What follows belongs to an exercise in optimizing a design on an open flow for small area, a short achievable clock period and few clock cycles per item; a production flow would make more cautious choices.
Where RTL was checked, it was by simulation tests only, not by an equivalence proof against the original.
For run 5, only the layout was checked, not whether the RTL still works.

<file path="flow/design.v">
package aob_pkg;
  localparam int CHAN_W = 8;               
  localparam int NUM_CHAN = 3;             
  localparam int PIX_W = 32;               
  localparam int NUM_W = 2 * CHAN_W;       
  localparam int QUO_BITS = CHAN_W;        
  localparam int PRE_STAGES = 4;           
  localparam int NUM_STAGES = PRE_STAGES + QUO_BITS;
  localparam logic [CHAN_W-1:0] ALPHA_OPAQUE = 8'hFF;
  localparam logic [CHAN_W-1:0] ALPHA_CLEAR = 8'h00;
  typedef logic [CHAN_W-1:0] chan_t;
  typedef logic [NUM_W-1:0] num_t;
  typedef logic [PIX_W-1:0] pix_t;
  typedef logic [NUM_CHAN-1:0][NUM_W-1:0] num_vec_t;
  typedef logic [NUM_CHAN-1:0][CHAN_W-1:0] quo_vec_t;
endpackage
module argb_over_blend_unit (
  input  logic                clk,
  input  logic                rst_n,
  input  logic                in_valid,
  output logic                in_stall,
  input  aob_pkg::pix_t       in_fg_argb,
  input  aob_pkg::pix_t       in_bg_argb,
  output logic                out_valid,
  input  logic                out_stall,
  output aob_pkg::pix_t       out_argb
);
  localparam int NV = 7;   
  logic          sv;       
  logic          sv_o;     
  logic          en;       
  logic          ov;       
  logic [NV-1:0] v;
  logic          load_out;
  logic          arrive;
  assign en       = !sv;
  assign in_stall = sv_o;
  function automatic logic [9:0] pp4(input logic [1:0] m, input logic [7:0] y, input logic [9:0] y3);
    case (m)
      2'd0: pp4 = 10'd0;
      2'd1: pp4 = {2'd0, y};
      2'd2: pp4 = {1'b0, y, 1'b0};
      default: pp4 = y3;
    endcase
  endfunction
  function automatic logic [31:0] csa(input logic [15:0] p, input logic [15:0] q, input logic [15:0] r);
    logic [15:0] sm, cy;
    sm = p ^ q ^ r;
    cy = (p & q) | (p & r) | (q & r);
    csa = {cy[14:0], 1'b0, sm};
  endfunction
  function automatic logic [15:0] div1(input logic [15:0] n, input logic [7:0] d);
    logic [8:0] w, df;
    w  = {n[15:8], n[7]};
    df = w - {1'b0, d};
    if (!df[8]) div1 = {df[7:0], n[6:0], 1'b1};
    else        div1 = {w[7:0],  n[6:0], 1'b0};
  endfunction
  function automatic logic [15:0] div2(input logic [15:0] n, input logic [7:0] d, input logic [9:0] d3);
    logic [9:0]  w;
    logic [10:0] t1, t2, t3;
    w  = {n[15:8], n[7:6]};
    t1 = {1'b0, w} - {3'd0, d};
    t2 = {1'b0, w} - {2'd0, d, 1'b0};
    t3 = {1'b0, w} - {1'b0, d3};
    if (!t3[10])      div2 = {t3[7:0], n[5:0], 2'd3};
    else if (!t2[10]) div2 = {t2[7:0], n[5:0], 2'd2};
    else if (!t1[10]) div2 = {t1[7:0], n[5:0], 2'd1};
    else              div2 = {w[7:0],  n[5:0], 2'd0};
  endfunction
  logic [7:0]  r0_a;
  logic [9:0]  r0_a3;
  logic [31:0] r0_xr;
  logic [23:0] r0_dd, r0_b;
  logic [2:0]  r0_neg;
  logic        r0_z;
  logic [15:0] r1_x;
  logic [7:0]  r1_a;
  logic [47:0] r1_ps, r1_pc;
  logic [23:0] r1_b;
  logic [2:0]  r1_neg;
  logic        r1_z;
  logic [47:0] r2_n, r3_n, r4_n, r5_n, r6_n;
  logic [7:0]  r2_d, r3_d, r4_d, r5_d, r6_d;
  logic [9:0]  r3_d3, r4_d3, r5_d3;
  logic [23:0] r2_b, r3_b, r4_b, r5_b, r6_b;
  logic [2:0]  r2_neg, r3_neg, r4_neg, r5_neg, r6_neg;
  logic        r2_z, r3_z, r4_z, r5_z, r6_z;
  logic [31:0] out_r, skid_r, res;
  logic [7:0]  in_a, in_ba;
  logic [23:0] dd_nxt;
  logic [2:0]  neg_nxt;
  assign in_a  = in_fg_argb[31:24];
  assign in_ba = in_bg_argb[31:24];
  for (genvar c = 0; c < 3; c++) begin : g_d
    logic [7:0] f, b;
    logic [8:0] fb, bf;
    assign f  = in_fg_argb[c*8 +: 8];
    assign b  = in_bg_argb[c*8 +: 8];
    assign fb = {1'b0, f} - {1'b0, b};
    assign bf = {1'b0, b} - {1'b0, f};
    assign neg_nxt[c]      = fb[8];
    assign dd_nxt[c*8 +: 8] = fb[8] ? bf[7:0] : fb[7:0];
  end
  logic [10:0] m1, m2, m3, m4, m5, m6, m7;
  logic [7:0]  in_na;
  logic [31:0] xr_nxt;
  assign m1 = {3'd0, in_ba};
  assign m2 = {2'd0, in_ba, 1'b0};
  assign m4 = {1'b0, in_ba, 2'b0};
  assign m3 = m1 + m2;
  assign m5 = m1 + m4;
  assign m6 = {m3[9:0], 1'b0};
  assign m7 = {in_ba, 3'b0} - m1;
  assign in_na = ~in_a;
  function automatic logic [10:0] pp8(input logic [2:0] m, input logic [10:0] y1, input logic [10:0] y2,
                                      input logic [10:0] y3, input logic [10:0] y4, input logic [10:0] y5,
                                      input logic [10:0] y6, input logic [10:0] y7);
    case (m)
      3'd0: pp8 = 11'd0;
      3'd1: pp8 = y1;
      3'd2: pp8 = y2;
      3'd3: pp8 = y3;
      3'd4: pp8 = y4;
      3'd5: pp8 = y5;
      3'd6: pp8 = y6;
      default: pp8 = y7;
    endcase
  endfunction
  assign xr_nxt[0 +: 11]  = pp8(in_na[2:0], m1, m2, m3, m4, m5, m6, m7);
  assign xr_nxt[11 +: 11] = pp8(in_na[5:3], m1, m2, m3, m4, m5, m6, m7);
  assign xr_nxt[22 +: 10] = pp4(in_na[7:6], in_ba, m3[9:0]);
  logic [15:0] x_nxt;
  logic [47:0] ps_nxt, pc_nxt;
  assign x_nxt = {5'd0, r0_xr[0 +: 11]} + {2'd0, r0_xr[11 +: 11], 3'd0} + {r0_xr[22 +: 10], 6'd0};
  for (genvar c = 0; c < 3; c++) begin : g_p
    logic [15:0] q0, q1, q2, q3;
    logic [31:0] l1, l2;
    assign q0 = {6'd0, pp4(r0_dd[c*8 + 0 +: 2], r0_a, r0_a3)};
    assign q1 = {4'd0, pp4(r0_dd[c*8 + 2 +: 2], r0_a, r0_a3), 2'd0};
    assign q2 = {2'd0, pp4(r0_dd[c*8 + 4 +: 2], r0_a, r0_a3), 4'd0};
    assign q3 = {pp4(r0_dd[c*8 + 6 +: 2], r0_a, r0_a3), 6'd0};
    assign l1 = csa(q0, q1, q2);
    assign l2 = csa(l1[15:0], l1[31:16], q3);
    assign ps_nxt[c*16 +: 16] = l2[15:0];
    assign pc_nxt[c*16 +: 16] = l2[31:16];
  end
  logic [47:0] p_nxt;
  for (genvar c = 0; c < 3; c++) begin : g_pa
    assign p_nxt[c*16 +: 16] = r1_ps[c*16 +: 16] + r1_pc[c*16 +: 16];
  end
  logic [23:0] y_nxt;
  logic [7:0]  d_nxt;
  assign y_nxt = {r1_a, 16'd0} + {8'd0, r1_x} + {r1_x, 8'd0} + 24'd256;
  assign d_nxt = y_nxt[23:16] | {7'd0, r1_z};
  logic [47:0] n3_nxt, n4_nxt, n5_nxt, n6_nxt;
  for (genvar c = 0; c < 3; c++) begin : g_dv
    assign n3_nxt[c*16 +: 16] = div1(r2_n[c*16 +: 16], r2_d);
    assign n4_nxt[c*16 +: 16] = div2(r3_n[c*16 +: 16], r3_d, r3_d3);
    assign n5_nxt[c*16 +: 16] = div2(r4_n[c*16 +: 16], r4_d, r4_d3);
    assign n6_nxt[c*16 +: 16] = div2(r5_n[c*16 +: 16], r5_d, r5_d3);
  end
  for (genvar c = 0; c < 3; c++) begin : g_out
    logic [15:0] n;
    logic [8:0]  w, df;
    logic [7:0]  b, q1, q0;
    logic        ng, tk, cin1, cin0;
    logic [7:0]  c1, c0;
    assign n    = r6_n[c*16 +: 16];
    assign b    = r6_b[c*8 +: 8];
    assign ng   = r6_neg[c];
    assign w    = {n[15:8], n[7]};
    assign df   = w - {1'b0, r6_d};
    assign tk   = !df[8];
    assign q1   = {n[6:0], 1'b1} ^ {8{ng}};
    assign q0   = {n[6:0], 1'b0} ^ {8{ng}};
    assign cin1 = ng && (w == {1'b0, r6_d});
    assign cin0 = ng && (w == 9'd0);
    assign c1   = b + q1 + {7'd0, cin1};
    assign c0   = b + q0 + {7'd0, cin0};
    assign res[c*8 +: 8] = tk ? c1 : c0;
  end
  assign res[31:24] = {r6_d[7:1], r6_d[0] & !r6_z};
  assign load_out = !ov || !out_stall;
  assign arrive   = v[NV-1] && en;
  always_ff @(posedge clk) begin
    if (!rst_n) begin
      v    <= '0;
      ov   <= 1'b0;
      sv   <= 1'b0;
      sv_o <= 1'b0;
    end else begin
      if (en) v <= {v[NV-2:0], in_valid};
      if (load_out) ov <= sv || arrive;
      sv   <= !load_out && (sv || arrive);
      sv_o <= !load_out && (sv || arrive);
    end
  end
  always_ff @(posedge clk) begin
    if (en) begin
      r0_a   <= in_a;
      r0_a3  <= {2'd0, in_a} + {1'b0, in_a, 1'b0};
      r0_xr  <= xr_nxt;
      r0_dd  <= dd_nxt;
      r0_neg <= neg_nxt;
      r0_b   <= in_bg_argb[23:0];
      r0_z   <= (in_a == 8'd0) && (in_ba == 8'd0);
      r1_x   <= x_nxt;
      r1_a   <= r0_a;
      r1_ps  <= ps_nxt;
      r1_pc  <= pc_nxt;
      r1_b   <= r0_b;
      r1_neg <= r0_neg;
      r1_z   <= r0_z;
      r2_n <= p_nxt; r2_d <= d_nxt; r2_b <= r1_b; r2_neg <= r1_neg; r2_z <= r1_z;
      r3_n <= n3_nxt; r3_d <= r2_d; r3_b <= r2_b; r3_neg <= r2_neg; r3_z <= r2_z;
      r3_d3 <= {2'd0, r2_d} + {1'b0, r2_d, 1'b0};
      r4_n <= n4_nxt; r4_d <= r3_d; r4_d3 <= r3_d3; r4_b <= r3_b; r4_neg <= r3_neg; r4_z <= r3_z;
      r5_n <= n5_nxt; r5_d <= r4_d; r5_d3 <= r4_d3; r5_b <= r4_b; r5_neg <= r4_neg; r5_z <= r4_z;
      r6_n <= n6_nxt; r6_d <= r5_d; r6_b <= r5_b; r6_neg <= r5_neg; r6_z <= r5_z;
      skid_r <= res;
    end
    if (load_out) out_r <= sv ? skid_r : res;
  end
  assign out_valid = ov;
  assign out_argb  = out_r;
endmodule
</file>
<file path="flow/run.sh">
#!/bin/bash
# synth_recipe.tcl (not shown) runs the flow's synth.tcl, then flattens the netlist and writes it again
# the make line also repeats each setting of config.mk as NAME=value (left out here)
make -C /OpenROAD-flow-scripts/flow DESIGN_CONFIG=/design/flow/config.mk WORK_HOME=/design/flow/orfs CLKGATE_MAP_FILE= SYNTH_SCRIPT=/design/flow/synth_recipe.tcl finish
</file>
<file path="flow/config.mk">
export PLATFORM = sky130hd
export DESIGN_NAME = argb_over_blend_unit
export DESIGN_NICKNAME = argb_over_blend_unit
export VERILOG_FILES = /design/flow/design.v
export SDC_FILE = /design/flow/constraint.sdc
export NUM_CORES = 4
export LEC_CHECK = 0
export CAP_MARGIN = 20
export CORE_MARGIN = 2
export CORE_UTILIZATION = 65
export CTS_BUF_LIST = sky130_fd_sc_hd__clkbuf_8
export CTS_CLUSTER_DIAMETER = 100
export CTS_CLUSTER_SIZE = 14
export SETUP_SLACK_MARGIN = 2.9
export SLEW_MARGIN = 20
export TNS_END_PERCENT = 10
</file>
<file path="flow/constraint.sdc">
create_clock -name core_clock -period 6.0 [get_ports {clk}]
set_input_delay 1.2000 -clock core_clock [delete_from_list [all_inputs] [get_ports {clk}]]
set_output_delay 1.2000 -clock core_clock [all_outputs]
set_load 0.01 [all_outputs]
</file>
==> results of run 1 <==
## sequential cells by signal (all words and copies together), names as in the netlist, 9 cells and up
name / count
r4_d3: 10
skid_r: 32
r4_n: 48
r3_n: 48
r5_d3: 10
r1_pc: 33
out_r: 32
r0_b: 24
r1_b: 24
r0_xr: 32
r5_n: 48
r3_d3: 10
r5_b: 24
r6_b: 24
r4_b: 24
r6_n: 48
r1_x: 16
r2_n: 48
r3_b: 24
r1_ps: 48
r0_dd: 24
r0_a3: 9
r2_b: 24
## through the flow
step / worst slack, ns / hold WS [ns] / instances
3_5_place_dp: 1.42 / 0.405 / 4864
5_1_grt: 2.77 / 0.404 / 5025
2_1_floorplan: 2.79 / 0.400 / 3918
3_3_place_gp: 1.44 / 0.400 / 4864
4_1_cts: 2.77 / 0.401 / 4971
6_report: 2.79 / 0.398 / 5025
## cell type report
cell class | count | share of cell area (%)
inverter | 312 | 2.34
sequential | 754 | 44.0
clock buffer | 59 | 1.61
tap | 950 | 2.35
antenna | 2 | 0.00990
clock inverter | 20 | 0.208
timing repair buffer | 193 | 3.53
multi-input combinational | 2735 | 46.0
## cell families (layout without fill, tap and decap cells)
group	count (synthesis)	count (layout)	synth area share (%)
compound gates	899	904	12.9
xor+xnor	251	251	4.78
fa+ha+maj	592	592	17.6
buf+inv	434	584	3.54
flops	754	754	47.8
mux	231	231	5.34
other cells	0	2	0
simple gates	757	757	8.08
## routing by layer
| layer | wire length (um) | track usage [%] | up-vias |
|---|---|---|---|
| li1 | - | - | 14600 |
| met1 | 43700 | 36.3 | 15100 |
| met2 | 54200 | 49.6 | 1031 |
| met3 | 5230 | 3.34 | 300 |
| met4 | 5340 | 13.7 | 6 |
| met5 | 41 | 0 | - |
## worst reg2reg max path, stage by stage, from the launching register on
cell,delay (ns)
sky130_fd_sc_hd__edfxtp_1,0.35
sky130_fd_sc_hd__inv_1,0.12
sky130_fd_sc_hd__ha_1,0.35
sky130_fd_sc_hd__nand2_1,0.10
sky130_fd_sc_hd__nor2_4,0.14
sky130_fd_sc_hd__nand4_1,0.18
sky130_fd_sc_hd__fa_2,0.40
sky130_fd_sc_hd__fa_1,0.40
sky130_fd_sc_hd__mux2i_2,0.25
sky130_fd_sc_hd__a31oi_1,0.16
sky130_fd_sc_hd__xor2_1,0.30
sky130_fd_sc_hd__o21ai_1,0.14
## worst paths after layout
check | startpoint | to | cells past startpoint
max | in_fg_argb[26] | r0_a3[8]$_DFFE_PN_ | 9
min | r0_b[1]$_DFFE_PN_ | r1_b[1]$_DFFE_PN_ | 0
max reg2reg | r6_d[5]$_DFFE_PN_ | out_r[20]$_DFFE_PP_ | 11
min reg2reg | r0_b[1]$_DFFE_PN_ | r1_b[1]$_DFFE_PN_ | 0
## repair_timing
item | CTS | global route
setup buffers | 27 | 46
gates cloned | 1 | 5
resized for setup | 68 | 132
hold buffers | 0 | 0
endpoints found under the setup margin | 149 | 163
pin swaps | 7 | 36
## placed cells by master (no fill, tap or decap), drive strengths merged, types with 43 or more instances in the layout
cell           netlist  layout
buf                 16      96
a21o               101     103
a21oi              186     187
xor2               101     101
edfxtp             713     713
clkdlybuf4s50        0      84
o21ai              242     243
inv                311     328
a21boi              43      43
mux2i               94      94
a22o                66      66
nor2b              122     122
mux2               137     137
nor3                55      55
fa                 100     100
clkbuf             106      62
xnor2              150     150
nand2b              73      73
nor2               174     174
ha                 492     492
nand2              201     201
==> results.txt, run 1 <==
Status
The run finished with no timing, DRC or antenna violations.

CTS
The clock tree from TritonCTS is yes. The depth of the CTS H-tree is 2. In this run the clock root is driven by a sky130_fd_sc_hd__clkbuf_8.

Counting every sink on the clock net gives 754. Clock-pin slew was measured on the worst setup and hold paths at 0.10 ns. The TritonCTS buffer count is 59. The clock latency reported for the late side of the worst-skew pair is 0.72 ns. The longest clock path from root to sink contains 3 buffers.

Critical path
The arrival time at the worst endpoint is 3.66 ns. The worst setup path is of the in2reg kind. On the worst path, the slowest cell contributes a delay of 0.82 ns. Along the worst path, the maximum fanout reaches 12. The cell occurring most often along the worst timing path is sky130_fd_sc_hd__a21oi_1.

The critical path goes through clkdlybuf4s50_1 > inv_2 > ha_1 > a21oi_1 > o21bai_1 > a21oi_1 > o21bai_1 > a21oi_1 > xnor2_1. The buffering stage count on the worst path with inverters included is 2. The minimum setup slack among reg-to-reg paths is 2.85 ns. The nature of the critical path endpoint is a flop. STA classifies the critical path startpoint as an input pin. The cell class contributing the biggest share of worst-path delay is buffers and inverters.

For this design, the slowest cell found on the critical path is sky130_fd_sc_hd__clkdlybuf4s50_1. Data on the critical path is required at its endpoint by 6.45 ns.

Logic synthesis
The total of warnings raised by yosys is 1. The cell count after synthesis is 3918. Yosys attributes the largest share of cell area to sky130_fd_sc_hd__edfxtp_1 (46%), sky130_fd_sc_hd__ha_1 (13%), sky130_fd_sc_hd__fa_1 (4.3%), sky130_fd_sc_hd__mux2_2 (3.3%), sky130_fd_sc_hd__xnor2_1 (2.8%). The leading register cell type out of synthesis is sky130_fd_sc_hd__edfxtp_1.

The mean instance size in the synthesized netlist is 11.9 um2. The post-synthesis cell type count is 75. The fraction of registers with async set/reset is 0%. The cell area that synthesis handed to floorplanning was 46500 um2. After synthesis the netlist holds a flip-flop and latch count of 754. The number of nets in the synthesized netlist is 4578.

The area share of the largest cell type after synthesis is 46.1%. The biggest area contributor in the post-synthesis netlist is sky130_fd_sc_hd__edfxtp_1. Sorting the synthesized cells by how often they occur yields sky130_fd_sc_hd__edfxtp_1 (713), sky130_fd_sc_hd__ha_1 (492), sky130_fd_sc_hd__inv_1 (310). For this run, the register share of the synthesized area comes to 47.8%. In the post-synthesis netlist, the cell with the most instances is sky130_fd_sc_hd__edfxtp_1.

In this run, synthesis inferred 713 flip-flops with an integrated enable.

Finish
The register area is 22200 um2. The layout net count is 4715. In the final layout, the multi-input gates occupy 23300 um2. Cells fill 71.1% of the core in the end. From synthesis to final layout, the design area changed by 8.83%. The post-route netlist has 10.8% of its cells at a drive strength greater than 1.

With fillers left out, the area of the finished cells amounts to 50600 um2. After filler insertion, the fill cell instance count of the layout stands at 4913.

Floorplan
The floorplan step defined a die boundary enclosing 73600 um2. The top-level I/O count is 102. The initialized floorplan defines 98 standard-cell rows. The area of the core is 71100 um2. The vertical die dimension is 271 um.

The initial standard-cell utilization of the core is 65.3%. The chip width is 271 um.

Placement
After legalization and detailed placement, the total HPWL measured 79000 um. The final RePlAce weighted congestion is 0.939. The instance area at placement is 48500 um2. Port buffering added 101 buffers.

Global routing
The number of antenna violations at the first check in global routing is 5. Entering global routing, the biggest net connects 193 pins. For this run the aggregate overflow at the end of global routing stands at 0.

In the global route stage, overall resource usage came out at 28.7%. The first global-routing pass estimated 166000 um of wire. The number of global-route vias before repair is 31000.

Routing
The number of vias per cell is 6.18. The first detailed-routing pass took 7 iterations. The wire length per cell after detailed routing is 21.6 um. The final layout contains routed wiring with a total length of 109000 um. The post-route DRC violation count is 0. The count of vias placed by the detailed router is 31000. Once detail routing completed, the nets flagged for antenna violations numbered 0. The first routing iteration left 2717 violations.

Timing
The number of slew-limit violations in the final report is 0. The total setup violations reported at the end of the flow is 0. The maximum operating frequency is 311 MHz. Clock skew on the completed layout was measured at 0.0434 ns.

The final number of hold-violating endpoints is 0. Subtracting the final worst setup slack from the clock period gives 3.21 ns. The worst-margin pin slew is 1.21 ns.

The final clock period utilization by the worst path is 53.6%. The setup TNS after final layout is 0 ns. The worst pin sits at a relative slew slack of 19.0%. Setup repair after global routing could not meet its margin everywhere.

Flow run
Max-cap violations in this run came to 0.

Min path
The type of the tightest min-delay check is reg2reg.
Testbench counts, summed over its fixed seeds: cycles 16,064, items 16,000.
==> run 2, diff against run 1 <==
--- a/flow/config.mk
+++ b/flow/config.mk
@@ -13,4 +13,3 @@
 export CTS_CLUSTER_SIZE = 14
 export SETUP_SLACK_MARGIN = 2.9
 export SLEW_MARGIN = 20
-export TNS_END_PERCENT = 10
==> run 2 against run 1 <==
Effect of this change: highest routed layer unchanged; global-route usage increased by 0.24 points; final area rose by 0.78%; die area stayed put; worst setup slack improved by 0.12 ns; clock-buffer cell count rose by 1.
==> results.txt, run 2 <==
Global routing
The first global-routing pass estimated 168000 um of wire. The number of global-route vias before repair came to 31600. For this run the aggregate overflow at the end of global routing stands at 0. The global-route usage over all layers is 29.0%. The number of antenna violations at the first check in global routing was 2. The maximum number of pins on one net before global-route repair is 152.

Logic synthesis
Sequential cells were found to cover 47.8% of the synthesized design area. The number of nets in the synthesized netlist is 4578. The synthesized design devotes to its leading area cell type 46.1% of total area. Counting every instance in the synthesized netlist gives 3918. Dividing the synthesized area by the synthesized cell count gives 11.9 um2.

The count of flip-flops with a built-in enable after synthesis is 713. The fraction of registers with async set/reset is 0%. The post-synthesis cell type count is 75.

Sorting the synthesized cells by area gives the leading types as sky130_fd_sc_hd__edfxtp_1 (46%), sky130_fd_sc_hd__ha_1 (13%), sky130_fd_sc_hd__fa_1 (4.3%), sky130_fd_sc_hd__mux2_2 (3.3%), sky130_fd_sc_hd__xnor2_1 (2.8%). The leading register cell type out of synthesis is sky130_fd_sc_hd__edfxtp_1. The mapped netlist covers 46500 um2. By count the netlist is led by sky130_fd_sc_hd__edfxtp_1 (713), sky130_fd_sc_hd__ha_1 (492), sky130_fd_sc_hd__inv_1 (310). The most used standard cell by instance count after synthesis is sky130_fd_sc_hd__edfxtp_1. The biggest area consumer among synthesized cells is sky130_fd_sc_hd__edfxtp_1. The number of flip-flops and latches in the synthesized netlist is 754. For this run, the number of Yosys warnings is 1.

Timing
The final period demand of the worst path is 3.10 ns. The clock arrives with 0.0451 ns of skew. Setup repair after global routing could not meet its margin everywhere. The total setup violations reported at the end of the flow is 0. The number of slew-limit violations in the final report was 0. For the pin with the worst max-slew slack, the measured transition is 1.13 ns. Setup total negative slack on the finished layout was measured at 0 ns. On the final layout, the worst hold slack is 0.398 ns. The final clock period utilization by the worst path is 51.6%. Based on the critical path, the design can be clocked at up to 323 MHz. The final number of hold-violating endpoints is 0.

The remaining max-slew budget at the tightest pin is 24.5%.

Finish
At the end of the flow, the number of nets in the layout was 4725. The final design instance area without fill is 51000 um2. Leaving out fill and tap cells, the most frequent cells in the layout are sky130_fd_sc_hd__edfxtp_1 (713), sky130_fd_sc_hd__ha_1 (469), sky130_fd_sc_hd__inv_1 (307), sky130_fd_sc_hd__nand2_1 (198), sky130_fd_sc_hd__o21ai_0 (192). The library cell used most frequently in the layout, excluding fill and tap cells, is sky130_fd_sc_hd__edfxtp_1. The non-filler instance count after layout is 5036. The synthesis-to-layout area growth is 9.68%. The fraction of final layout cells sized beyond drive strength 1 is 12.3%.

Placement
The instance area at placement is 48600 um2. The placed instance count is 4872. The final RePlAce weighted congestion is 0.910. In this run the tool buffered the top-level ports with 101 buffer cells.

The detailed-placement wirelength estimate is 79600 um.

Floorplan
The chip width is 271 um. The top-level I/O count is 102. The initial standard-cell utilization of the core is 65.3%. The vertical die dimension is 271 um. The number of standard-cell rows in the floorplan is 98. The area of the core is 71100 um2. The die covers 73600 um2.

Critical path
STA classifies the critical path endpoint as a flop. The largest fanout of any net on the critical path is 4. The type of origin of the critical path is a flop. The arrival time at the worst endpoint is 3.55 ns.

Data on the critical path is required at its endpoint by 6.45 ns. The worst setup path is of the reg2reg kind.

Routing
The post-route DRC violation count is 0. After detailed routing, the total wire length is 109000 um. In this run the top signal layer used is met5. The detail route stage leaves a number of antenna-violating nets equal to 0. The number of vias per cell is 6.14.

In the final routing, the length of wire on met1 measures 43000 um. The first routing iteration left 2249 violations. The routed wire length on met3 is 5000 um. The count of vias placed by the detailed router is 30900. The wire length per cell after detailed routing is 21.6 um. Before antenna repair, the detailed router went through 7 iterations. The met2 routed wirelength is 55500 um.

CTS
The clock transition at the registers of the reported paths is 0.10 ns. The number of hold buffers added after CTS is 0. The library cell used as clock root buffer is sky130_fd_sc_hd__clkbuf_8. TritonCTS built the clock tree. Buffers inserted during clock tree synthesis total 60.

The clock latency reported for the late side of the worst-skew pair is 0.71 ns. The maximum root-to-sink buffer count is 3. The total number of clock tree sinks is 754. The depth of the CTS H-tree is 2.

Flow run
The tool flagged a number of max-cap violations equal to 0.

Status
The run finished with no timing, DRC or antenna violations.

Min path
The min-delay analysis places its worst path in the category reg2reg.
==> run 2: cell count changes in the layout (fill, tap and decap cells not counted), moves of 4 or more <==
| cell | delta |
|---|---|
| sky130_fd_sc_hd__a21oi_2 | +8 |
| sky130_fd_sc_hd__a21oi_1 | -7 |
| sky130_fd_sc_hd__clkdlybuf4s50_1 | -6 |
| sky130_fd_sc_hd__fa_1 | -6 |
| sky130_fd_sc_hd__fa_2 | +6 |
| sky130_fd_sc_hd__o21ai_0 | -6 |
| sky130_fd_sc_hd__ha_4 | +5 |
| sky130_fd_sc_hd__buf_4 | +4 |
| sky130_fd_sc_hd__buf_6 | +4 |
| sky130_fd_sc_hd__inv_2 | -4 |
| sky130_fd_sc_hd__mux2i_1 | -4 |
==> run 2: metrics by stage <==
step	utilization, %	worst slack, ns
CTS	70.5	2.90
floorplan	-	2.79
finish	71.7	2.90
global route	71.7	2.76
global placement	68.4	1.44
detailed placement	68.4	1.44
==> run 2: logic make-up after synthesis <==
logic type	Yosys count	share of synthesized area [%]
simple gates	757	8.08
mux	231	5.34
flops	754	47.8
compound gates	899	12.9
buf+inv	434	3.54
fa+ha+maj	592	17.6
xor+xnor	251	4.78
==> run 2: layout make-up <==
type	instances	area, um2
Sequential cell	754	22200
Multi-Input combinational cell	2736	23500
Clock inverter	22	121
Timing Repair Buffer	201	1860
Clock buffer	60	826
Inverter	312	1210
Antenna cell	1	2.50
Fill cell	4776	20200
Tap cell	950	1190
==> run 2: final timing paths <==
path,start,endpoint,slack [ns],depth (start not counted)
min,r1_ps[2]$_DFFE_PN_,r2_n[2]$_DFFE_PN_,0.40,0
max,r6_d[7]$_DFFE_PN_,out_r[14]$_DFFE_PP_,2.90,12
min reg2reg,r1_ps[2]$_DFFE_PN_,r2_n[2]$_DFFE_PN_,0.40,0
max reg2reg,r6_d[7]$_DFFE_PN_,out_r[14]$_DFFE_PP_,2.90,12
==> run 2: timing repair <==
| item | in CTS | in global routing |
|---|---|---|
| setup buffers | 36 | 37 |
| cloned | 1 | 6 |
| pin swaps | 23 | 52 |
| setup endpoints to repair | 160 | 139 |
| gates resized for setup | 107 | 165 |
==> run 2: routing by layer <==
layer | track usage [%] | vias up
met3 | 3.29 | 276
li1 | - | 14600
met2 | 51.6 | 950
met4 | 13.1 | 2
met1 | 35.5 | 15100
met5 | 0 | -
==> run 2: worst max-delay path, cell delays in order, from the launching register on <==
cell and delay, ns:
sky130_fd_sc_hd__edfxtp_1 0.47, sky130_fd_sc_hd__inv_4 0.10, sky130_fd_sc_hd__ha_4 0.28, sky130_fd_sc_hd__nand2_1 0.08
sky130_fd_sc_hd__nor2_2 0.15, sky130_fd_sc_hd__nand4_1 0.16, sky130_fd_sc_hd__fa_2 0.44, sky130_fd_sc_hd__fa_2 0.35
sky130_fd_sc_hd__mux2i_2 0.22, sky130_fd_sc_hd__a31oi_2 0.17, sky130_fd_sc_hd__nor2b_2 0.17, sky130_fd_sc_hd__or4_1 0.14
sky130_fd_sc_hd__nand3_2 0.10
==> run 3, diff against run 2 <==
--- a/flow/config.mk
+++ b/flow/config.mk
@@ -13,3 +13,4 @@
 export CTS_CLUSTER_SIZE = 14
 export SETUP_SLACK_MARGIN = 2.9
 export SLEW_MARGIN = 20
+export TNS_END_PERCENT = 30
==> run 3 against run 2 <==
Effect of this change: critical path depth down 5; register-to-register slack worse by 0.02 ns; first-iteration DRC count increased by 25%; still clean; cell count grew 0.12%.
==> results.txt, run 3 <==
Logic synthesis
Of all cell types, the one taking the most synthesized area is sky130_fd_sc_hd__edfxtp_1. For this run, asynchronously set or reset flops after synthesis account for 0%. Ranked by total cell area, the synthesized netlist is headed by sky130_fd_sc_hd__edfxtp_1 (46%), sky130_fd_sc_hd__ha_1 (13%), sky130_fd_sc_hd__fa_1 (4.3%), sky130_fd_sc_hd__mux2_2 (3.3%), sky130_fd_sc_hd__xnor2_1 (2.8%).

The number of nets handed over by synthesis was 4578. The count of flip-flops with a built-in enable after synthesis is 713. The cell count after synthesis is 3918.

After synthesis the netlist holds a flip-flop and latch count of 754. The top cell type by area accounts for 46.1% of the synthesized area. The most used flip-flop cell after synthesis is sky130_fd_sc_hd__edfxtp_1.

After synthesis, the most frequently instantiated cells are sky130_fd_sc_hd__edfxtp_1 (713), sky130_fd_sc_hd__ha_1 (492), sky130_fd_sc_hd__inv_1 (310). Counting distinct cell types in the post-synthesis netlist gives 75. The sequential fraction of the synthesis area is 47.8%. The most used standard cell by instance count after synthesis is sky130_fd_sc_hd__edfxtp_1.

The mean instance size in the synthesized netlist is 11.9 um2. The total of warnings raised by yosys is 1. The synthesized netlist occupies a cell area of 46500 um2.

Timing
Setup repair after global routing could not meet its margin everywhere. In this run the tightest slew margin relative to its limit is 20.4%. At the pin with the least slew margin, the transition time is 1.19 ns.

The final number of hold-violating endpoints is 0. The total setup violations reported at the end of the flow is 0. The number of slew-limit violations in the final report is 0. Setup total negative slack on the finished layout was measured at 0 ns.

The final clock period utilization by the worst path is 52.5%. Timing would allow up to 318 MHz. The final period demand of the worst path is 3.15 ns. The worst hold slack is 0.399 ns. The worst clock skew is 0.0423 ns.

Global routing
The wire length of the first global-routing pass is 166000 um. The overall overflow remaining after global route is 0. The number of antenna violations at the first check in global routing is 5. The maximum number of pins on one net before global-route repair is 193. The global-route usage over all layers is 28.7%. The number of global-route vias before repair came to 30900.

CTS
After clock tree synthesis, the flow added hold-fix buffers numbering 0. The total number of clock tree sinks is 754. At the later pin of the worst-skew pair, clock insertion delay measures 0.71 ns. The clock tree from TritonCTS is yes. Buffers inserted during clock tree synthesis total 59.

Clock-pin slew was measured on the worst setup and hold paths at 0.09 ns. The depth of the CTS H-tree is 2. The library cell used as clock root buffer is sky130_fd_sc_hd__clkbuf_8. The maximum root-to-sink buffer count is 3.

Min path
The launch point of the worst hold path is r0_b[1]$_DFFE_PN_. In this run the worst hold path is classified as reg2reg. The worst hold path terminates at r1_b[1]$_DFFE_PN_. The worst hold path passes through 0 cells.

Routing
The count of nets left with antenna violations once routing finished came out at 0. In the routed design, unresolved DRC markers number 0. After detailed routing, the number of vias per cell comes to 6.17.

After detailed routing, the average wire length per cell comes to 21.7 um. Before antenna repair, the detailed router went through 9 iterations. The initial DRC count is 2820. The sum of routed wire length over all layers is 109000 um. For this block, the via count after detailed routing is 31100.

Floorplan
From bottom edge to top edge, the die measures 271 um. The floorplan step set the die width to 271 um. The area of the core is 71100 um2. The total die area is 73600 um2.

The initial standard-cell utilization of the core is 65.3%. 102 I/O pins were placed. The floorplan has 98 rows.

Finish
The layout net count is 4732. The leading cell type in the layout, fill and taps excluded is sky130_fd_sc_hd__edfxtp_1. The final design instance area without fill is 50900 um2. The library cells used most frequently in the layout, excluding fill and tap cells, are sky130_fd_sc_hd__edfxtp_1 (713), sky130_fd_sc_hd__ha_1 (464), sky130_fd_sc_hd__inv_1 (304), sky130_fd_sc_hd__nand2_1 (200), sky130_fd_sc_hd__o21ai_0 (196). For this run, the number of standard cells in the final layout without fillers is 5042. The synthesis-to-layout area growth is 9.53%. The post-route netlist has 11.7% of its cells at a drive strength greater than 1. The layout has 4870 filler cells.

Status
The flow ran to the end and the layout has no timing, DRC or antenna violations.

Critical path
The worst register-to-register path has a depth of 11. The worst setup path is launched from an input pin. The start-to-end type of the worst setup path is in2reg. The critical path goes through clkdlybuf4s50_1 > inv_1 > ha_1 > and2_1 > nor4_2 > or3_1 > o211ai_1. The slowest stage of the critical path belongs to the cell sky130_fd_sc_hd__nor4_2. The worst setup path is captured at a flop. Grouping stages by cell kind, the critical path spends the most delay in simple AND/OR/NAND/NOR gates. The reg-to-reg critical path endpoint is r6_n[24]$_DFFE_PN_. The worst setup path startpoint is in_fg_argb[27].

The buffering stage count on the worst path with inverters included is 2. For the worst setup path, the data required time is 6.43 ns. The maximum single-stage delay on the critical path is 0.67 ns. The worst register-to-register path begins at r5_d3[0]$_DFFE_PN_. The arrival time at the worst endpoint is 3.58 ns. For flop-to-flop paths, the worst setup slack is 2.88 ns. The largest fanout of any net on the critical path is 7.

Placement
The instance area at placement is 48500 um2. Routability-driven placement finished with a final weighted congestion of 0.939. In this run the tool buffered the top-level ports with 101 buffer cells. The wire-length estimate of the detail-placed layout is 79000 um. Counting tap cells, the placed design contains a total of 4864 instances.

Flow run
The number of maximum-capacitance violations is 0.
[run 3: cell counts after synthesis]
No cell type changed its count.
[run 3: worst max-delay path by stage]
stage,end,slack (ns),depth (start not counted)
after global placement,r0_xr[19]$_DFFE_PN_,1.44,13
after global routing,r6_n[47]$_DFFE_PN_,2.71,11
after CTS,r5_n[11]$_DFFE_PN_,2.77,11
final,r0_xr[20]$_DFFE_PN_,2.85,7
after floorplan,r0_xr[18]$_DFFE_PN_,2.79,12
after detailed placement,r0_xr[19]$_DFFE_PN_,1.42,13
[run 3: metrics by stage]
| step | util (%) | setup WS (ns) |
|---|---|---|
| floorplan | - | 2.79 |
| global placement | 68.2 | 1.44 |
| detailed placement | 68.2 | 1.42 |
| CTS | 70.1 | 2.77 |
| global route | 71.6 | 2.71 |
| finish | 71.6 | 2.85 |
[run 3: worst register-to-register path, cell delays in order (launching register included)]
cell and delay (ns):
sky130_fd_sc_hd__edfxtp_1 0.59, sky130_fd_sc_hd__ha_4 0.28, sky130_fd_sc_hd__fa_1 0.41, sky130_fd_sc_hd__nor2b_1 0.12, sky130_fd_sc_hd__o21ai_0 0.12, sky130_fd_sc_hd__a21boi_0 0.27
sky130_fd_sc_hd__o21a_1 0.17, sky130_fd_sc_hd__o211ai_1 0.08, sky130_fd_sc_hd__a21oi_1 0.19, sky130_fd_sc_hd__a211o_4 0.23, sky130_fd_sc_hd__o21bai_1 0.22, sky130_fd_sc_hd__mux2i_1 0.26
[run 3: area by class of cell]
class | instances | area, um2 | area share (%)
Tap cell | 950 | 1190 | 2.34
Inverter | 312 | 1190 | 2.33
Multi-Input combinational cell | 2736 | 23400 | 46.0
Timing Repair Buffer | 209 | 1930 | 3.79
Sequential cell | 754 | 22200 | 43.7
Antenna cell | 2 | 5.00 | 0.00983
Clock inverter | 20 | 105 | 0.206
Clock buffer | 59 | 812 | 1.60
[run 3: logic make-up (layout without fill, tap and decap cells)]
logic type,after synthesis,in the layout,synth area share [%]
adder cells (fa/ha/maj),592,592,17.6
XOR/XNOR,251,251,4.78
AND/OR/NAND/NOR,757,757,8.08
other,0,2,0
buffers and inverters,434,600,3.54
flip-flops,754,754,47.8
multiplexers,231,231,5.34
AO/OA/AOI/OAI,899,905,12.9
[run 3: layer usage]
metal / up-vias / share of wire (%) / track usage [%]
met4: 6 / 5.2 / 13.7
met5: - / 0.038 / 0
met2: 1084 / 50 / 49.6
met1: 15100 / 40 / 36.3
li1: 14600 / - / -
met3: 311 / 5.2 / 3.29
[run 3: what timing repair did]
| item | in CTS | in global routing |
|---|---|---|
| gates cloned | 1 | 6 |
| setup endpoints to repair | 149 | 157 |
| hold endpoints to repair | 0 | 0 |
| pin swaps | 8 | 42 |
| resized for setup | 83 | 157 |
| setup buffers | 27 | 62 |
==> run 4, diff against run 3 <==
--- a/flow/config.mk
+++ b/flow/config.mk
@@ -7,10 +7,9 @@
 export LEC_CHECK = 0
 export CAP_MARGIN = 20
 export CORE_MARGIN = 2
-export CORE_UTILIZATION = 65
-export CTS_BUF_LIST = sky130_fd_sc_hd__clkbuf_8
+export CORE_UTILIZATION = 60
+export CTS_BUF_LIST = sky130_fd_sc_hd__clkbuf_16
 export CTS_CLUSTER_DIAMETER = 100
-export CTS_CLUSTER_SIZE = 14
+export CTS_CLUSTER_SIZE = 20
 export SETUP_SLACK_MARGIN = 2.9
 export SLEW_MARGIN = 20
-export TNS_END_PERCENT = 30
==> run 4 against run 3 <==
Effect of this change: still clean on timing, DRC and antenna; hold slack gained 0.0091 ns; non-clock buffer count grew 27; first-iteration DRC count shrank 30%; synthesized cell count is the same; clock skew shrank 0.016 ns; critical path depth grew 12.
==> results.txt, run 4 <==
Timing
The number of slew-limit violations in the final report is 0. Based on the critical path, the design can be clocked at up to 317 MHz. The worst hold slack is 0.408 ns. The final clock period utilization by the worst path is 52.6%. The worst path needs 3.16 ns of the cycle, external delays included. For the pin with the worst max-slew slack, the measured transition is 1.18 ns. Setup repair after global routing could not meet its margin everywhere. The worst clock skew is 0.0267 ns. The final number of hold-violating endpoints came to 0.

The setup TNS after final layout is 0 ns. In this run the tightest slew margin relative to its limit is 21.6%. The total setup violations reported at the end of the flow is 0.

Global routing
The number of global-route vias before repair was 30900. Entering global routing, the biggest net connects 180 pins. The overall overflow remaining after global route is 0. The wire length of the first global-routing pass is 167000 um. The global-route usage over all layers is 27.1%.

The number of antenna violations at the first check in global routing was 0.

Routing
Detailed routing inserted a total of 30800 vias. The initial DRC count is 1970. The length of the first detailed-routing pass in iterations is 7. Using the TritonRoute via totals, the vias-per-cell ratio works out to 6.00. Once detail routing completed, the nets flagged for antenna violations numbered 0. In the final routed layout, each cell accounts on average for 21.3 um. The sum of routed wire length over all layers is 109000 um.

After detailed routing, the number of remaining DRC violations is 0.

Critical path
The critical path contains buffers and inverters numbering 13 combined. STA classifies the critical path startpoint as a flop. The arrival time at the worst endpoint is 3.50 ns.

The required time reported for the critical path endpoint is 6.34 ns. The slowest cell on the critical path is sky130_fd_sc_hd__edfxtp_1. The largest fanout of any net on the critical path is 4.

On the critical path the largest part of the delay comes from buffers and inverters. The nature of the critical path endpoint is a flop. The maximum single-stage delay on the critical path is 0.51 ns. Walking the worst path, the cells encountered are buf_6 > ha_4 > fa_2 > nor2b_2 > buf_4 > buf_4 > buf_4 > buf_4 > buf_4 > buf_6 > buf_6 > buf_6 > buf_6 > buf_4 > buf_4 > buf_6 > nor3_2 > a211oi_2 > o22ai_2. The start-to-end type of the worst setup path is reg2reg. The cell that appears most often on the critical path is sky130_fd_sc_hd__buf_4.

Logic synthesis
The cell count after synthesis is 3918. For this run, asynchronously set or reset flops after synthesis account for 0%. The total of warnings raised by yosys is 1.

The most used standard cell by instance count after synthesis is sky130_fd_sc_hd__edfxtp_1. In the post-synthesis netlist, the biggest area contributors are sky130_fd_sc_hd__edfxtp_1 (46%), sky130_fd_sc_hd__ha_1 (13%), sky130_fd_sc_hd__fa_1 (4.3%), sky130_fd_sc_hd__mux2_2 (3.3%), sky130_fd_sc_hd__xnor2_1 (2.8%). The biggest area consumer among synthesized cells is sky130_fd_sc_hd__edfxtp_1. The mean instance size in the synthesized netlist is 11.9 um2.

After synthesis the netlist holds a flip-flop and latch count of 754. Yosys mapped the design onto 75 distinct sky130hd cell types. The number of nets in the synthesized netlist is 4578. The netlist area before placement is 46500 um2. In the synthesized netlist, the cells that appear most often are sky130_fd_sc_hd__edfxtp_1 (713), sky130_fd_sc_hd__ha_1 (492), sky130_fd_sc_hd__inv_1 (310). The leading register cell type out of synthesis is sky130_fd_sc_hd__edfxtp_1. The count of flip-flops with a built-in enable after synthesis is 713. After synthesis, flip-flops and latches occupy 47.8% of the total area. The area share of the largest cell type after synthesis is 46.1%.

Status
The flow ran to the end and the layout has no timing, DRC or antenna violations.

Finish
Excluding fillers, the count of instances in the completed layout stands at 5136. The fraction of final layout cells sized beyond drive strength 1 is 13.2%. From synthesis to final layout, the design area changed by 11.2%.

The count of antenna diodes in the layout is 0. The final design instance area without fill is 51700 um2. Leaving out fill and tap cells, the most frequent cell in the layout is sky130_fd_sc_hd__edfxtp_1.

The net count of the finished layout is 4741. The top cell types in the final layout, fill and taps aside, are sky130_fd_sc_hd__edfxtp_1 (713), sky130_fd_sc_hd__ha_1 (464), sky130_fd_sc_hd__inv_1 (296), sky130_fd_sc_hd__nand2_1 (197), sky130_fd_sc_hd__o21ai_0 (189). Counting the fill cells in the layout gives 5699.

CTS
The clock tree from TritonCTS is yes. The library cell used as clock root buffer is sky130_fd_sc_hd__clkbuf_16. The total number of clock tree sinks is 754. Clock latency on the worst-skew pair, taken at its later pin, is 0.61 ns. Hold repair after CTS inserted 0 buffers. In this run the number of H-tree levels came out at 2. Clock-pin slew was measured on the worst setup and hold paths at 0.09 ns. The TritonCTS buffer count is 44. The maximum root-to-sink buffer count is 3.

Floorplan
The die is 282 um wide. The die covers 79700 um2. The vertical die dimension is 282 um. 102 I/O pins were placed.

For this configuration, the core starts out at a cell density of 60.3%. The number of standard-cell rows in the floorplan is 102. The area of the core is 77100 um2.

Placement
The placed instance count is 4959. Detailed placement ended at an HPWL of 80000 um. Port buffering added 101 buffers. The final RePlAce weighted congestion is 0.907. The placed instances occupy a cell area of 48700 um2.

Flow run
Across the run, the number of max-cap violations was 0.

Min path
The type of the tightest min-delay check is reg2reg.
run 4: cell counts after synthesis:
Identical to the previous run, type by type.
run 4: logic make-up (layout without fill, tap and decap cells):
family	Yosys count	count (layout)	share of synthesized area (%)
buf+inv	434	609	3.54
compound gates	899	902	12.9
xor+xnor	251	251	4.78
flops	754	754	47.8
fa+ha+maj	592	592	17.6
simple gates	757	757	8.08
mux	231	231	5.34
run 4: repair_timing:
action                                 4_1_cts  5_1_grt
resized for setup                          135      180
endpoints found under the hold margin        0        0
cloned                                       3        0
setup endpoints to repair                  170      140
buffers inserted                            62       51
pin swaps                                   26       70
run 4: path summary, 6_finish.rpt:
kind | start | to | slack, ns | cells after the start
worst max-delay path | r4_d3[0]$_DFFE_PN_ | r5_n[42]$_DFFE_PN_ | 2.84 | 19
worst min-delay path | r4_n[17]$_SDFFCE_PN1N_ | r5_n[19]$_DFFE_PN_ | 0.41 | 0
worst max register to register | r4_d3[0]$_DFFE_PN_ | r5_n[42]$_DFFE_PN_ | 2.84 | 19
worst min register to register | r4_n[17]$_SDFFCE_PN1N_ | r5_n[19]$_DFFE_PN_ | 0.41 | 0
run 4: final cells by class:
class	count	area [um2]	share of cell area, %
well taps	1040	1300	2.52
repair buffers	236	2140	4.14
clock inverters	17	120	0.232
inverters	312	1210	2.35
flip-flops and latches	754	22200	43.0
clock buffers	44	1100	2.13
multi-input cells	2733	23600	45.6
run 4: layer usage:
layer | global-route usage, % | vias to the layer above | wire length, um
li1 | - | 14600 | -
met2 | 48.7 | 775 | 56600
met4 | 10.3 | 0 | 3980
met3 | 2.81 | 206 | 4400
met1 | 33.5 | 15200 | 44400
met5 | 0 | - | 0
run 4: stage by stage:
step           setup slack [ns]  utilization (%)
6_report                   2.84             67.0
2_1_floorplan              2.79                -
3_3_place_gp               1.49             63.2
5_1_grt                    2.78             67.0
3_5_place_dp               1.49             63.2
4_1_cts                    2.86             65.8
==> run 5, diff against run 4 <==
--- a/flow/design.v
+++ b/flow/design.v
@@ -26,15 +26,11 @@
   output aob_pkg::pix_t       out_argb
 );
   localparam int NV = 7;   
-  logic          sv;       
-  logic          sv_o;     
   logic          en;       
   logic          ov;       
   logic [NV-1:0] v;
-  logic          load_out;
-  logic          arrive;
-  assign en       = !sv;
-  assign in_stall = sv_o;
+  assign en       = !(ov && out_stall);
+  assign in_stall = !en;
   function automatic logic [9:0] pp4(input logic [1:0] m, input logic [7:0] y, input logic [9:0] y3);
     case (m)
       2'd0: pp4 = 10'd0;
@@ -86,7 +82,7 @@
   logic [23:0] r2_b, r3_b, r4_b, r5_b, r6_b;
   logic [2:0]  r2_neg, r3_neg, r4_neg, r5_neg, r6_neg;
   logic        r2_z, r3_z, r4_z, r5_z, r6_z;
-  logic [31:0] out_r, skid_r, res;
+  logic [31:0] out_r, res;
   logic [7:0]  in_a, in_ba;
   logic [23:0] dd_nxt;
   logic [2:0]  neg_nxt;
@@ -181,19 +177,13 @@
     assign res[c*8 +: 8] = tk ? c1 : c0;
   end
   assign res[31:24] = {r6_d[7:1], r6_d[0] & !r6_z};
-  assign load_out = !ov || !out_stall;
-  assign arrive   = v[NV-1] && en;
   always_ff @(posedge clk) begin
     if (!rst_n) begin
-      v    <= '0;
-      ov   <= 1'b0;
-      sv   <= 1'b0;
-      sv_o <= 1'b0;
-    end else begin
-      if (en) v <= {v[NV-2:0], in_valid};
-      if (load_out) ov <= sv || arrive;
-      sv   <= !load_out && (sv || arrive);
-      sv_o <= !load_out && (sv || arrive);
+      v  <= '0;
+      ov <= 1'b0;
+    end else if (en) begin
+      v  <= {v[NV-2:0], in_valid};
+      ov <= v[NV-1];
     end
   end
   always_ff @(posedge clk) begin
@@ -218,9 +208,8 @@
       r4_n <= n4_nxt; r4_d <= r3_d; r4_d3 <= r3_d3; r4_b <= r3_b; r4_neg <= r3_neg; r4_z <= r3_z;
       r5_n <= n5_nxt; r5_d <= r4_d; r5_d3 <= r4_d3; r5_b <= r4_b; r5_neg <= r4_neg; r5_z <= r4_z;
       r6_n <= n6_nxt; r6_d <= r5_d; r6_b <= r5_b; r6_neg <= r5_neg; r6_z <= r5_z;
-      skid_r <= res;
+      out_r <= res;
     end
-    if (load_out) out_r <= sv ? skid_r : res;
   end
   assign out_valid = ov;
   assign out_argb  = out_r;
--- a/flow/config.mk
+++ b/flow/config.mk
@@ -8,8 +8,6 @@
 export CAP_MARGIN = 20
 export CORE_MARGIN = 2
 export CORE_UTILIZATION = 60
-export CTS_BUF_LIST = sky130_fd_sc_hd__clkbuf_16
-export CTS_CLUSTER_DIAMETER = 100
-export CTS_CLUSTER_SIZE = 20
+export CTS_BUF_LIST = sky130_fd_sc_hd__clkbuf_8
 export SETUP_SLACK_MARGIN = 2.9
 export SLEW_MARGIN = 20
==> run 5 against run 4 <==
Effect of this change: still clean on timing, DRC and antenna; synthesized cell count decreased by 0.59%; synthesized area shrank 0.78%; hold slack worse by 0.021 ns; clock skew increased by 0.044 ns; utilization increased by 3.1 points; via count grew 4.5%; fmax down 6.3%; register-to-register slack got worse by 0.21 ns.
==> results.txt, run 5 <==
Routing
In the final routed layout, each cell accounts on average for 21.9 um. The final route contains 32200 vias. The length of the first detailed-routing pass in iterations is 7. For this run, design rule violations remaining after detail routing come to 0. The residual antenna-violating net count after detailed routing is 0. For this block, the initial DRC count from the detailed router was 2505. Using the TritonRoute via totals, the vias-per-cell ratio works out to 6.03. The sum of routed wire length over all layers is 117000 um.

Placement
The count of buffers added on input and output ports is 101. The congestion estimate from routability-driven global placement came to 0.908. The instance area at placement is 48300 um2. The detailed-placement wirelength estimate is 83700 um.

Before CTS, the worst setup slack after placement is 1.43 ns. After detailed placement, the design holds a cell count of 4939.

Timing
The clock arrives with 0.0709 ns of skew. The smallest setup slack after layout is 2.63 ns. Setup repair after global routing could not meet its margin everywhere.

The total setup violations reported at the end of the flow is 0. Based on the critical path, the design can be clocked at up to 297 MHz. The remaining max-slew budget at the tightest pin is 23.7%.

The setup TNS after final layout is 0 ns. The final period demand of the worst path is 3.37 ns. Of the available clock period, the critical path in the final layout requires 56.2%. The final number of hold-violating endpoints is 0.

The number of slew-limit violations in the final report was 0. At the pin with the least slew margin, the transition time is 1.15 ns. Across all hold checks on the routed design, the worst slack comes to 0.387 ns.

Global routing
The global-route usage over all layers is 29.1%. The number of global-route vias before repair is 32600. The number of antenna violations at the first check in global routing is 3. The wire length of the first global-routing pass is 178000 um. The maximum number of pins on one net before global-route repair is 179. The overall overflow remaining after global route is 0.

CTS
The clock transition at the registers of the reported paths is 0.07 ns. In this run the clock root is driven by a sky130_fd_sc_hd__clkbuf_8. The tree built by TritonCTS fans out to 721 sinks. The TritonCTS buffer count is 116. The clock tree from TritonCTS is yes. The H-tree generated during clock tree synthesis spans 3 levels. The clock latency reported for the late side of the worst-skew pair is 0.76 ns. In this run the deepest clock path goes through 3 buffers. The number of hold buffers added after CTS is 0.

Logic synthesis
The synthesized design contains 721 register bits. Among all flip-flop cells after synthesis, the most frequent one is sky130_fd_sc_hd__edfxtp_1. The count of flip-flops with a built-in enable after synthesis is 713.

Synthesis produced a netlist whose cell count is 3895. Of all flip-flops after synthesis, the portion carrying an async set or reset was 0%. For this run, the register share of the synthesized area comes to 46.8%. The mean instance size in the synthesized netlist is 11.8 um2. Counting instances in the post-synthesis netlist gives the leading cell types as sky130_fd_sc_hd__edfxtp_1 (713), sky130_fd_sc_hd__ha_1 (492), sky130_fd_sc_hd__inv_1 (326). Summed over its instances, the top area cell type makes up 46.4% of the synthesized netlist area. For this run, the number of Yosys warnings is 1. The number of nets in the synthesized netlist is 4555.

In this run, distinct cell masters in the synthesized netlist total 82. The most used standard cell by instance count after synthesis is sky130_fd_sc_hd__edfxtp_1. The synthesized netlist occupies a cell area of 46100 um2.

Sorting the synthesized cells by area gives the leading types as sky130_fd_sc_hd__edfxtp_1 (46%), sky130_fd_sc_hd__ha_1 (13%), sky130_fd_sc_hd__fa_1 (4.3%), sky130_fd_sc_hd__mux2_2 (3.5%), sky130_fd_sc_hd__xnor2_1 (2.7%). The biggest area consumer among synthesized cells is sky130_fd_sc_hd__edfxtp_1.

Critical path
For this design, the slowest cell found on the critical path is sky130_fd_sc_hd__edfxtp_1. The worst setup path startpoint is r6_d[7]$_DFFE_PN_. The nature of the critical path endpoint is a flop. The required time reported for the critical path endpoint is 6.50 ns. The source of the worst register-to-register timing path is r6_d[7]$_DFFE_PN_.

The worst register-to-register path ends at out_r[20]$_DFFE_PN_. The worst setup path is of the reg2reg kind. For the worst flop-to-flop path, the logic depth is 16. The largest single stage delay on the critical path is 0.45 ns. The worst setup path is launched from a flop. In this run the worst path has a maximum fanout of 3. The setup check on the worst reg-to-reg path leaves a slack of 2.63 ns. Data arrives at the worst endpoint at 3.87 ns. The critical path goes through inv_2 > buf_6 > buf_6 > ha_4 > nand4_1 > nor2_2 > nand3_2 > fa_2 > fa_2 > nand2b_1 > a2bb2oi_2 > a311oi_2 > buf_4 > a21o_1 > a21oi_2 > xnor2_1.

Floorplan
For this configuration, the core starts out at a cell density of 60.7%. 102 I/O pins were placed. The floorplan step defined a die boundary enclosing 79100 um2. The number of standard-cell rows in the floorplan is 101. The area of the core is 75900 um2.

The vertical die dimension is 281 um. The chip width is 281 um.

Finish
In the layout the commonest cells are sky130_fd_sc_hd__edfxtp_1 (713), sky130_fd_sc_hd__ha_1 (460), sky130_fd_sc_hd__inv_1 (336), sky130_fd_sc_hd__nor2_1 (168), sky130_fd_sc_hd__buf_4 (166). In the final layout, flip-flops and latches occupy 21600 um2. For this run, the post-layout net count is 4860.

For this run, the share of the core covered by cells in the final layout is 70.1%. The finished layout holds 5334 standard cells, fillers aside. The final design instance area without fill is 53300 um2. Summing all multi-input logic gate instances after layout gives 24000 um2. The library cell used most frequently in the layout, excluding fill and tap cells, is sky130_fd_sc_hd__edfxtp_1. The synthesis-to-layout area growth is 15.5%. The filler cell count in the final layout is 5277. The fraction of final layout cells sized beyond drive strength 1 is 17.2%.

Min path
The worst hold path terminates at r6_n[3]$_DFFE_PN_. The path class of the tightest hold or removal check is reg2reg. The worst hold path depth is 0. The launch point of the worst hold path is r5_n[1]$_SDFFCE_PN1N_.

Status
The flow ran to the end and the layout has no timing, DRC or antenna violations.

Flow run
Across the run, the number of max-cap violations was 0.
[run 5: area by class of cell]
type                            count  area share [%]
Tap cell                         1030            2.42
Inverter                          330            2.39
Antenna cell                        2         0.00940
Multi-Input combinational cell   2740            45.1
Clock buffer                      116            3.00
Sequential cell                   721            40.5
Timing Repair Buffer              291            4.81
Clock inverter                    104            1.74
[run 5: per-layer routing]
metal	GRT usage, %	routed length, um
met5	0	0
met4	15.5	6110
met3	3.40	5130
met2	50.2	58000
met1	36.0	47500
[run 5: critical path, delay by kind of cell, from the launching register on]
family	cells	cell delay (ns)
fa+ha+maj	3	0.98
buf+inv	4	0.53
simple gates	4	0.50
xor+xnor	1	0.13
flops	1	0.45
compound gates	4	0.57
[run 5: cell families (layout without fill, tap and decap cells)]
group           after synthesis  count (layout)  share of synthesized area (%)
mux                         230             230                           5.38
xor+xnor                    230             230                           4.42
fa+ha+maj                   592             592                           17.7
compound gates              942             943                           14.0
simple gates                741             745                           8.12
other cells                   0               2                              0
buf+inv                     439             841                           3.61
flops                       721             721                           46.8
[run 5: repair_timing]
action / CTS / global route
pin swaps: 72 / 94
endpoints found under the setup margin: 379 / 136
gates resized for setup: 173 / 160
gates cloned: 4 / 2
setup buffers: 109 / 58
hold endpoints to repair: 0 / 0
[run 5: worst max-delay path by stage]
stage | endpoint | cells after the start
2_1_floorplan | in_stall | 2
4_1_cts | out_r[14]$_DFFE_PN_ | 13
3_5_place_dp | r0_xr[8]$_DFFE_PN_ | 11
6_report | out_r[20]$_DFFE_PN_ | 16
5_1_grt | out_r[6]$_DFFE_PN_ | 16
3_3_place_gp | r0_xr[8]$_DFFE_PN_ | 11

==> afterwards: timing with drivers on the ports <==
Ports are ideal in the flow. The routed layouts listed here were re-timed in OpenROAD.
Step 1, drivers: a clkbuf_16 drives clk and a buf_2 each remaining input, both assumed.
Step 2 also shifts input and output timing later by t, the mid clock arrival at the registers, as if the neighbouring blocks saw the same clock.
Three values: ideal ports, drivers, drivers and shift; two values: the first two.
run | t, ns | slack for setup (ns) | worst setup path after step 2 | slew at the worst register clock pin (ns) | cell pins on the clock port's net
run 1 | 0.760 | 2.786 / 2.826 / 2.066 | input to register | 0.11 / 0.11 | 1
run 2 | 0.760 | 2.904 / 2.904 / 2.237 | input to register | 0.11 / 0.11 | 1
run 3 | 0.760 | 2.851 / 2.882 / 2.134 | input to register | 0.11 / 0.11 | 1
run 4 | 0.670 | 2.843 / 2.843 / 2.286 | input to register | 0.09 / 0.09 | 1
run 5 | 0.791 | 2.630 / 2.630 / 2.172 | input to register | 0.07 / 0.07 | 1
After both steps setup and hold are still met in every run listed. For run 1, which loses most, drivers alone change the setup slack by +0.040 ns; drivers and shift together by -0.720 ns.
